Source: an optimization exercise on an open RTL-to-GDS flow (aim: small area). Production flows keep margins and buffers that such runs may drop.
Function was checked by simulation only, so behaviour that the tests miss may differ from the original.

==> zinc <==
==> flow/design.v <==
package cpu_pkg;
    localparam int DATA_W_DEFAULT = 64;
    localparam logic [3:0] IHALT   = 4'h0;
    localparam logic [3:0] INOP    = 4'h1;
    localparam logic [3:0] IRRMOVQ = 4'h2;
    localparam logic [3:0] IIRMOVQ = 4'h3;
    localparam logic [3:0] IRMMOVQ = 4'h4;
    localparam logic [3:0] IMRMOVQ = 4'h5;
    localparam logic [3:0] IOPQ    = 4'h6;
    localparam logic [3:0] IJXX    = 4'h7;
    localparam logic [3:0] ICALL   = 4'h8;
    localparam logic [3:0] IRET    = 4'h9;
    localparam logic [3:0] IPUSHQ  = 4'hA;
    localparam logic [3:0] IPOPQ   = 4'hB;
    localparam logic [3:0] RNONE = 4'hF;
    localparam logic [3:0] RRSP  = 4'h4;
    typedef struct packed {
        logic [3:0] src_a;
        logic [3:0] src_b;
        logic [3:0] dst_e;
        logic [3:0] dst_m;
    } regsel_t;
endpackage
module regfile_2r2w #(
    parameter int NREGS  = 15,
    parameter int DATA_W = 64
) (
    input  logic                    clock,
    input  logic                    reset,
    input  logic                    we_e,
    input  logic [3:0]              wa_e,
    input  logic [DATA_W-1:0]       wd_e,
    input  logic                    we_m,
    input  logic [3:0]              wa_m,
    input  logic [DATA_W-1:0]       wd_m,
    output logic [NREGS*DATA_W-1:0] regs
);
    logic [DATA_W-1:0] regs_q [NREGS];
    for (genvar i = 0; i < NREGS; i++) begin : g_reg
        logic sel_m, sel_e, hold;
        assign sel_m = !reset && we_m && wa_m == 4'(i);
        assign sel_e = !reset && we_e && wa_e == 4'(i) && !(we_m && wa_m == 4'(i));
        assign hold  = !reset && !(we_e && wa_e == 4'(i)) && !(we_m && wa_m == 4'(i));
        for (genvar b = 0; b < DATA_W; b++) begin : g_bit
            rf_cell u_cell (
                .clock (clock),
                .m     (wd_m[b]),
                .sel_m (sel_m),
                .e     (wd_e[b]),
                .sel_e (sel_e),
                .hold  (hold),
                .q     (regs_q[i][b])
            );
        end
        assign regs[i*DATA_W +: DATA_W] = regs_q[i];
    end
endmodule
module rf_cell (
    input  logic clock,
    input  logic m,
    input  logic sel_m,
    input  logic e,
    input  logic sel_e,
    input  logic hold,
    output logic q
);
    always_ff @(posedge clock) q <= (m & sel_m) | (e & sel_e) | (q & hold);
endmodule
module decode_wb_scoreboard #(
    parameter int DATA_W  = cpu_pkg::DATA_W_DEFAULT,
    parameter int NREGS   = 15,
    parameter int RSP_IDX = 4
) (
    input  logic              clock,
    input  logic              reset,
    input  logic              in_valid,
    output logic              in_ready,
    input  logic [3:0]        icode,
    input  logic [3:0]        rA,
    input  logic [3:0]        rB,
    output logic              out_valid,
    input  logic              out_ready,
    output logic [3:0]        out_icode,
    output logic [DATA_W-1:0] valA,
    output logic [DATA_W-1:0] valB,
    output logic [3:0]        out_dstE,
    output logic [3:0]        out_dstM,
    input  logic              wbE_valid,
    input  logic              wbE_wen,
    input  logic [3:0]        wbE_dst,
    input  logic [DATA_W-1:0] wbE_data,
    input  logic              wbM_valid,
    input  logic [3:0]        wbM_dst,
    input  logic [DATA_W-1:0] wbM_data
);
    localparam logic [3:0] RSP = 4'(RSP_IDX);
    function automatic logic [NREGS-1:0] onehot(input logic [3:0] r);
        logic [NREGS-1:0] v;
        v = '0;
        for (int i = 0; i < NREGS; i++) v[i] = (r == 4'(i));
        onehot = v;
    endfunction
    cpu_pkg::regsel_t           sel;
    logic [NREGS-1:0]  pend_e_q, pend_e_d;
    logic [NREGS-1:0]  pend_m_q, pend_m_d;
    logic [NREGS-1:0]  ret_e, ret_m, fwd_e, busy, used;
    logic [NREGS-1:0]  oh_a, oh_b;
    logic              hazard, accept;
    logic [NREGS*DATA_W-1:0] regs;
    logic              out_valid_q;
    logic [3:0]        out_icode_q;
    logic [DATA_W-1:0] val_a_q, val_b_q;
    logic [3:0]        dst_e_q, dst_m_q;
    always_comb begin
        sel = {cpu_pkg::RNONE, cpu_pkg::RNONE, cpu_pkg::RNONE, cpu_pkg::RNONE};
        case (icode)
            cpu_pkg::IRRMOVQ: begin
                sel.src_a = rA;
                sel.dst_e = rB;
            end
            cpu_pkg::IIRMOVQ: sel.dst_e = rB;
            cpu_pkg::IRMMOVQ: begin
                sel.src_a = rA;
                sel.src_b = rB;
            end
            cpu_pkg::IMRMOVQ: begin
                sel.src_b = rB;
                sel.dst_m = rA;
            end
            cpu_pkg::IOPQ: begin
                sel.src_a = rA;
                sel.src_b = rB;
                sel.dst_e = rB;
            end
            cpu_pkg::ICALL: begin
                sel.src_b = RSP;
                sel.dst_e = RSP;
            end
            cpu_pkg::IRET: begin
                sel.src_a = RSP;
                sel.src_b = RSP;
                sel.dst_e = RSP;
            end
            cpu_pkg::IPUSHQ: begin
                sel.src_a = rA;
                sel.src_b = RSP;
                sel.dst_e = RSP;
            end
            cpu_pkg::IPOPQ: begin
                sel.src_a = RSP;
                sel.src_b = RSP;
                sel.dst_e = RSP;
                sel.dst_m = rA;
            end
            default: ;
        endcase
    end
    assign ret_e = wbE_valid ? onehot(wbE_dst) : '0;
    assign ret_m = wbM_valid ? onehot(wbM_dst) : '0;
    assign fwd_e = wbE_wen ? ret_e : '0;
    assign busy = (pend_e_q & ~ret_e) | (pend_m_q & ~ret_m);
    assign oh_a = onehot(sel.src_a);
    assign oh_b = onehot(sel.src_b);
    assign used = oh_a | oh_b | onehot(sel.dst_e) | onehot(sel.dst_m);
    assign hazard = |(busy & used);
    assign in_ready = !hazard && (!out_valid_q || out_ready);
    assign accept = in_valid && in_ready;
    assign pend_e_d = (pend_e_q & ~ret_e) | (accept ? onehot(sel.dst_e) : '0);
    assign pend_m_d = (pend_m_q & ~ret_m) | (accept ? onehot(sel.dst_m) : '0);
    regfile_2r2w #(
        .NREGS  (NREGS),
        .DATA_W (DATA_W)
    ) u_rf (
        .clock (clock),
        .reset (reset),
        .we_e  (wbE_valid && wbE_wen),
        .wa_e  (wbE_dst),
        .wd_e  (wbE_data),
        .we_m  (wbM_valid),
        .wa_m  (wbM_dst),
        .wd_m  (wbM_data),
        .regs  (regs)
    );
    logic             ld, hold;
    logic             m_a, m_b, e_a, e_b;
    logic [NREGS-1:0] r_a, r_b;
    assign ld   = !reset && accept;
    assign hold = !reset && !accept;
    assign m_a  = |(ret_m & oh_a);
    assign m_b  = |(ret_m & oh_b);
    assign e_a  = |(fwd_e & oh_a) && !m_a;
    assign e_b  = |(fwd_e & oh_b) && !m_b;
    assign r_a  = (m_a || e_a) ? '0 : oh_a;
    assign r_b  = (m_b || e_b) ? '0 : oh_b;
    logic [NREGS+2:0] s_a, s_b;
    assign s_a = {hold, ld && e_a, ld && m_a, ld ? r_a : '0};
    assign s_b = {hold, ld && e_b, ld && m_b, ld ? r_b : '0};
    for (genvar b = 0; b < DATA_W; b++) begin : g_op
        logic [NREGS-1:0] col;
        for (genvar i = 0; i < NREGS; i++) begin : g_col
            assign col[i] = regs[i*DATA_W + b];
        end
        op_cell #(.N(NREGS + 3)) u_a (
            .clock (clock),
            .d     ({val_a_q[b], wbE_data[b], wbM_data[b], col}),
            .s     (s_a),
            .q     (val_a_q[b])
        );
        op_cell #(.N(NREGS + 3)) u_b (
            .clock (clock),
            .d     ({val_b_q[b], wbE_data[b], wbM_data[b], col}),
            .s     (s_b),
            .q     (val_b_q[b])
        );
    end
    always_ff @(posedge clock) begin
        if (reset) begin
            pend_e_q    <= '0;
            pend_m_q    <= '0;
            out_valid_q <= 1'b0;
            out_icode_q <= cpu_pkg::IHALT;
            dst_e_q     <= cpu_pkg::RNONE;
            dst_m_q     <= cpu_pkg::RNONE;
        end else begin
            pend_e_q    <= pend_e_d;
            pend_m_q    <= pend_m_d;
            if (accept) begin
                out_valid_q <= 1'b1;
                out_icode_q <= icode;
                dst_e_q     <= sel.dst_e;
                dst_m_q     <= sel.dst_m;
            end else if (out_ready) begin
                out_valid_q <= 1'b0;
            end
        end
    end
    assign out_valid = out_valid_q;
    assign out_icode = out_icode_q;
    assign valA      = val_a_q;
    assign valB      = val_b_q;
    assign out_dstE  = dst_e_q;
    assign out_dstM  = dst_m_q;
endmodule
module op_cell #(
    parameter int N = 18
) (
    input  logic         clock,
    input  logic [N-1:0] d,
    input  logic [N-1:0] s,
    output logic         q
);
    logic [N/3-1:0] n;
    for (genvar g = 0; g < N / 3; g++) begin : g_grp
        aoi3 u_aoi (
            .d (d[3*g +: 3]),
            .s (s[3*g +: 3]),
            .y (n[g])
        );
    end
    always_ff @(posedge clock) q <= !(&n);
endmodule
module aoi3 (
    input  logic [2:0] d,
    input  logic [2:0] s,
    output logic       y
);
    assign y = !(|(d & s));
endmodule
==> flow/flow/run.sh <==
#!/bin/bash
# The standard layout (the standard.sh, unchanged synthesis), with two
# changes: ports get the smallest buffer (buf_1), and clock tree synthesis
# inserts no dummy loads. All tool output goes to standard.log here; ORFS's
# per-step logs stay under orfs/logs/.
set -euo pipefail
bash standard.sh \
  "BUFFER_PORTS_ARGS=-buffer_cell sky130_fd_sc_hd__buf_1" \
  "CTS_ARGS=-sink_clustering_enable -repair_clock_nets -dont_use_dummy_load -sink_clustering_size 20 -sink_clustering_max_diameter 100" \
  finish > standard.log 2>&1
==> flow/standard.sh <==
#!/bin/bash
# synth_recipe.tcl (not shown) runs the flow's synth.tcl, then flattens the netlist and writes it again
# the make line also repeats each setting of config.mk as NAME=value (left out here)
make -C /OpenROAD-flow-scripts/flow DESIGN_CONFIG=/design/flow/config.mk WORK_HOME=/design/flow/orfs CLKGATE_MAP_FILE= SYNTH_SCRIPT=/design/flow/synth_recipe.tcl "${@:-finish}"
==> flow/config.mk <==
export PLATFORM = sky130hd
export DESIGN_NAME = decode_wb_scoreboard
export DESIGN_NICKNAME = decode_wb_scoreboard
export VERILOG_FILES = /design/flow/design.v
export SDC_FILE = /design/flow/constraint.sdc
export NUM_CORES = 4
export LEC_CHECK = 0
export CAP_MARGIN = 0
export CORE_MARGIN = 2
export CORE_UTILIZATION = 30
export CTS_CLUSTER_DIAMETER = 100
export CTS_CLUSTER_SIZE = 20
export PLACE_DENSITY = 0.45
export SLEW_MARGIN = 0
export SYNTH_HIERARCHICAL = 1
==> flow/constraint.sdc <==
create_clock -name core_clock -period 5.5 [get_ports {clock}]
set_input_delay 1.1000 -clock core_clock [delete_from_list [all_inputs] [get_ports {clock}]]
set_output_delay 1.1000 -clock core_clock [all_outputs]
set_load 0.01 [all_outputs]
==> inputs of tundra, as changes to zinc <==
==> flow/design.v, changed modules only <==
module decode_wb_scoreboard #(
    parameter int DATA_W  = cpu_pkg::DATA_W_DEFAULT,
    parameter int NREGS   = 15,
    parameter int RSP_IDX = 4
) (
    input  logic              clock,
    input  logic              reset,
    input  logic              in_valid,
    output logic              in_ready,
    input  logic [3:0]        icode,
    input  logic [3:0]        rA,
    input  logic [3:0]        rB,
    output logic              out_valid,
    input  logic              out_ready,
    output logic [3:0]        out_icode,
    output logic [DATA_W-1:0] valA,
    output logic [DATA_W-1:0] valB,
    output logic [3:0]        out_dstE,
    output logic [3:0]        out_dstM,
    input  logic              wbE_valid,
    input  logic              wbE_wen,
    input  logic [3:0]        wbE_dst,
    input  logic [DATA_W-1:0] wbE_data,
    input  logic              wbM_valid,
    input  logic [3:0]        wbM_dst,
    input  logic [DATA_W-1:0] wbM_data
);
    localparam logic [3:0] RSP = 4'(RSP_IDX);
    function automatic logic [NREGS-1:0] onehot(input logic [3:0] r);
        logic [NREGS-1:0] v;
        v = '0;
        for (int i = 0; i < NREGS; i++) v[i] = (r == 4'(i));
        onehot = v;
    endfunction
    cpu_pkg::regsel_t           sel;
    logic [NREGS-1:0]  pend_e_q, pend_e_d;
    logic [NREGS-1:0]  pend_m_q, pend_m_d;
    logic [NREGS-1:0]  ret_e, ret_m, busy, used;
    logic [NREGS-1:0]  oh_a, oh_b;
    logic              hazard, accept;
    logic [NREGS*DATA_W-1:0] regs;
    logic              out_valid_q;
    logic [3:0]        out_icode_q;
    logic [3:0]        dst_e_q, dst_m_q;
    always_comb begin
        sel = {cpu_pkg::RNONE, cpu_pkg::RNONE, cpu_pkg::RNONE, cpu_pkg::RNONE};
        case (icode)
            cpu_pkg::IRRMOVQ: begin
                sel.src_a = rA;
                sel.dst_e = rB;
            end
            cpu_pkg::IIRMOVQ: sel.dst_e = rB;
            cpu_pkg::IRMMOVQ: begin
                sel.src_a = rA;
                sel.src_b = rB;
            end
            cpu_pkg::IMRMOVQ: begin
                sel.src_b = rB;
                sel.dst_m = rA;
            end
            cpu_pkg::IOPQ: begin
                sel.src_a = rA;
                sel.src_b = rB;
                sel.dst_e = rB;
            end
            cpu_pkg::ICALL: begin
                sel.src_b = RSP;
                sel.dst_e = RSP;
            end
            cpu_pkg::IRET: begin
                sel.src_a = RSP;
                sel.src_b = RSP;
                sel.dst_e = RSP;
            end
            cpu_pkg::IPUSHQ: begin
                sel.src_a = rA;
                sel.src_b = RSP;
                sel.dst_e = RSP;
            end
            cpu_pkg::IPOPQ: begin
                sel.src_a = RSP;
                sel.src_b = RSP;
                sel.dst_e = RSP;
                sel.dst_m = rA;
            end
            default: ;
        endcase
    end
    assign ret_e = wbE_valid ? onehot(wbE_dst) : '0;
    assign ret_m = wbM_valid ? onehot(wbM_dst) : '0;
    assign busy = (pend_e_q & ~ret_e) | (pend_m_q & ~ret_m);
    assign oh_a = onehot(sel.src_a);
    assign oh_b = onehot(sel.src_b);
    assign used = oh_a | oh_b | onehot(sel.dst_e) | onehot(sel.dst_m);
    assign hazard = |(busy & used);
    assign in_ready = !hazard && (!out_valid_q || out_ready);
    assign accept = in_valid && in_ready;
    assign pend_e_d = (pend_e_q & ~ret_e) | (accept ? onehot(sel.dst_e) : '0);
    assign pend_m_d = (pend_m_q & ~ret_m) | (accept ? onehot(sel.dst_m) : '0);
    regfile_2r2w #(
        .NREGS  (NREGS),
        .DATA_W (DATA_W)
    ) u_rf (
        .clock (clock),
        .reset (reset),
        .we_e  (wbE_valid && wbE_wen),
        .wa_e  (wbE_dst),
        .wd_e  (wbE_data),
        .we_m  (wbM_valid),
        .wa_m  (wbM_dst),
        .wd_m  (wbM_data),
        .regs  (regs)
    );
    logic [3:0]       src_a_q, src_b_q;
    logic             live_q;
    logic [NREGS-1:0] s_a, s_b;
    assign s_a = onehot(src_a_q);
    assign s_b = onehot(src_b_q);
    for (genvar b = 0; b < DATA_W; b++) begin : g_op
        logic [NREGS-1:0] col;
        for (genvar i = 0; i < NREGS; i++) begin : g_col
            assign col[i] = regs[i*DATA_W + b];
        end
        rd_cell #(.N(NREGS)) u_a (
            .clock (clock),
            .d     (col),
            .s     (s_a),
            .live  (live_q),
            .q     (valA[b])
        );
        rd_cell #(.N(NREGS)) u_b (
            .clock (clock),
            .d     (col),
            .s     (s_b),
            .live  (live_q),
            .q     (valB[b])
        );
    end
    always_ff @(posedge clock) begin
        if (reset) begin
            src_a_q <= cpu_pkg::RNONE;
            src_b_q <= cpu_pkg::RNONE;
            live_q  <= 1'b0;
        end else begin
            live_q <= accept;
            if (accept) begin
                src_a_q <= sel.src_a;
                src_b_q <= sel.src_b;
            end
        end
    end
    always_ff @(posedge clock) begin
        if (reset) begin
            pend_e_q    <= '0;
            pend_m_q    <= '0;
            out_valid_q <= 1'b0;
            out_icode_q <= cpu_pkg::IHALT;
            dst_e_q     <= cpu_pkg::RNONE;
            dst_m_q     <= cpu_pkg::RNONE;
        end else begin
            pend_e_q    <= pend_e_d;
            pend_m_q    <= pend_m_d;
            if (accept) begin
                out_valid_q <= 1'b1;
                out_icode_q <= icode;
                dst_e_q     <= sel.dst_e;
                dst_m_q     <= sel.dst_m;
            end else if (out_ready) begin
                out_valid_q <= 1'b0;
            end
        end
    end
    assign out_valid = out_valid_q;
    assign out_icode = out_icode_q;
    assign out_dstE  = dst_e_q;
    assign out_dstM  = dst_m_q;
endmodule
module rd_cell #(
    parameter int N = 15
) (
    input  logic         clock,
    input  logic [N-1:0] d,
    input  logic [N-1:0] s,
    input  logic         live,
    output logic         q
);
    logic [N/3-1:0] n;
    logic           held;
    for (genvar g = 0; g < N / 3; g++) begin : g_grp
        aoi3 u_aoi (
            .d (d[3*g +: 3]),
            .s (s[3*g +: 3]),
            .y (n[g])
        );
    end
    assign q = live ? !(&n) : held;
    always_ff @(posedge clock) held <= q;
endmodule
// module op_cell removed
==> summary of the runs <==
tundra went through all stages and came out clean. zinc went through all stages and came out clean. Against tundra, the core utilization of zinc is higher by 0.84 points. Of tundra and zinc, zinc has the higher first-iteration DRC count (gap about 14%, measured against zinc). Against zinc, the register-to-register slack of tundra is higher by 550 ps. Of tundra and zinc, zinc has the higher die area (gap 2.3%, measured against zinc). Against tundra, the routed wire length of zinc is larger by 12%.

[what the ideal ports hide]
Ports are ideal in the flow. The routed layouts listed here were re-timed in OpenROAD.
Step 1 assumes that a clkbuf_16 drives the clock port and a buf_2 every other input.
Step 2, shift: input delay + t, output delay - t, t = (earliest + latest rising clock arrival at the registers) / 2. This alone moves slack from input paths to output paths.
Slacks: ideal / step 1 / step 2; pairs: ideal / step 1.
| run | t, ns | setup slack, ns | latest minus earliest clock arrival (ns) |
|---|---|---|---|
| zinc | 0.762 | 0.521 / 0.471 / -0.021 | 0.105 / 0.105 |
| tundra | 0.765 | 0.620 / 0.534 / 0.779 | 0.066 / 0.066 |
Met with ideal ports but missed after step 2: setup timing in zinc. For zinc, which loses most, drivers alone change the setup slack by -0.050 ns; drivers and shift together by -0.542 ns.
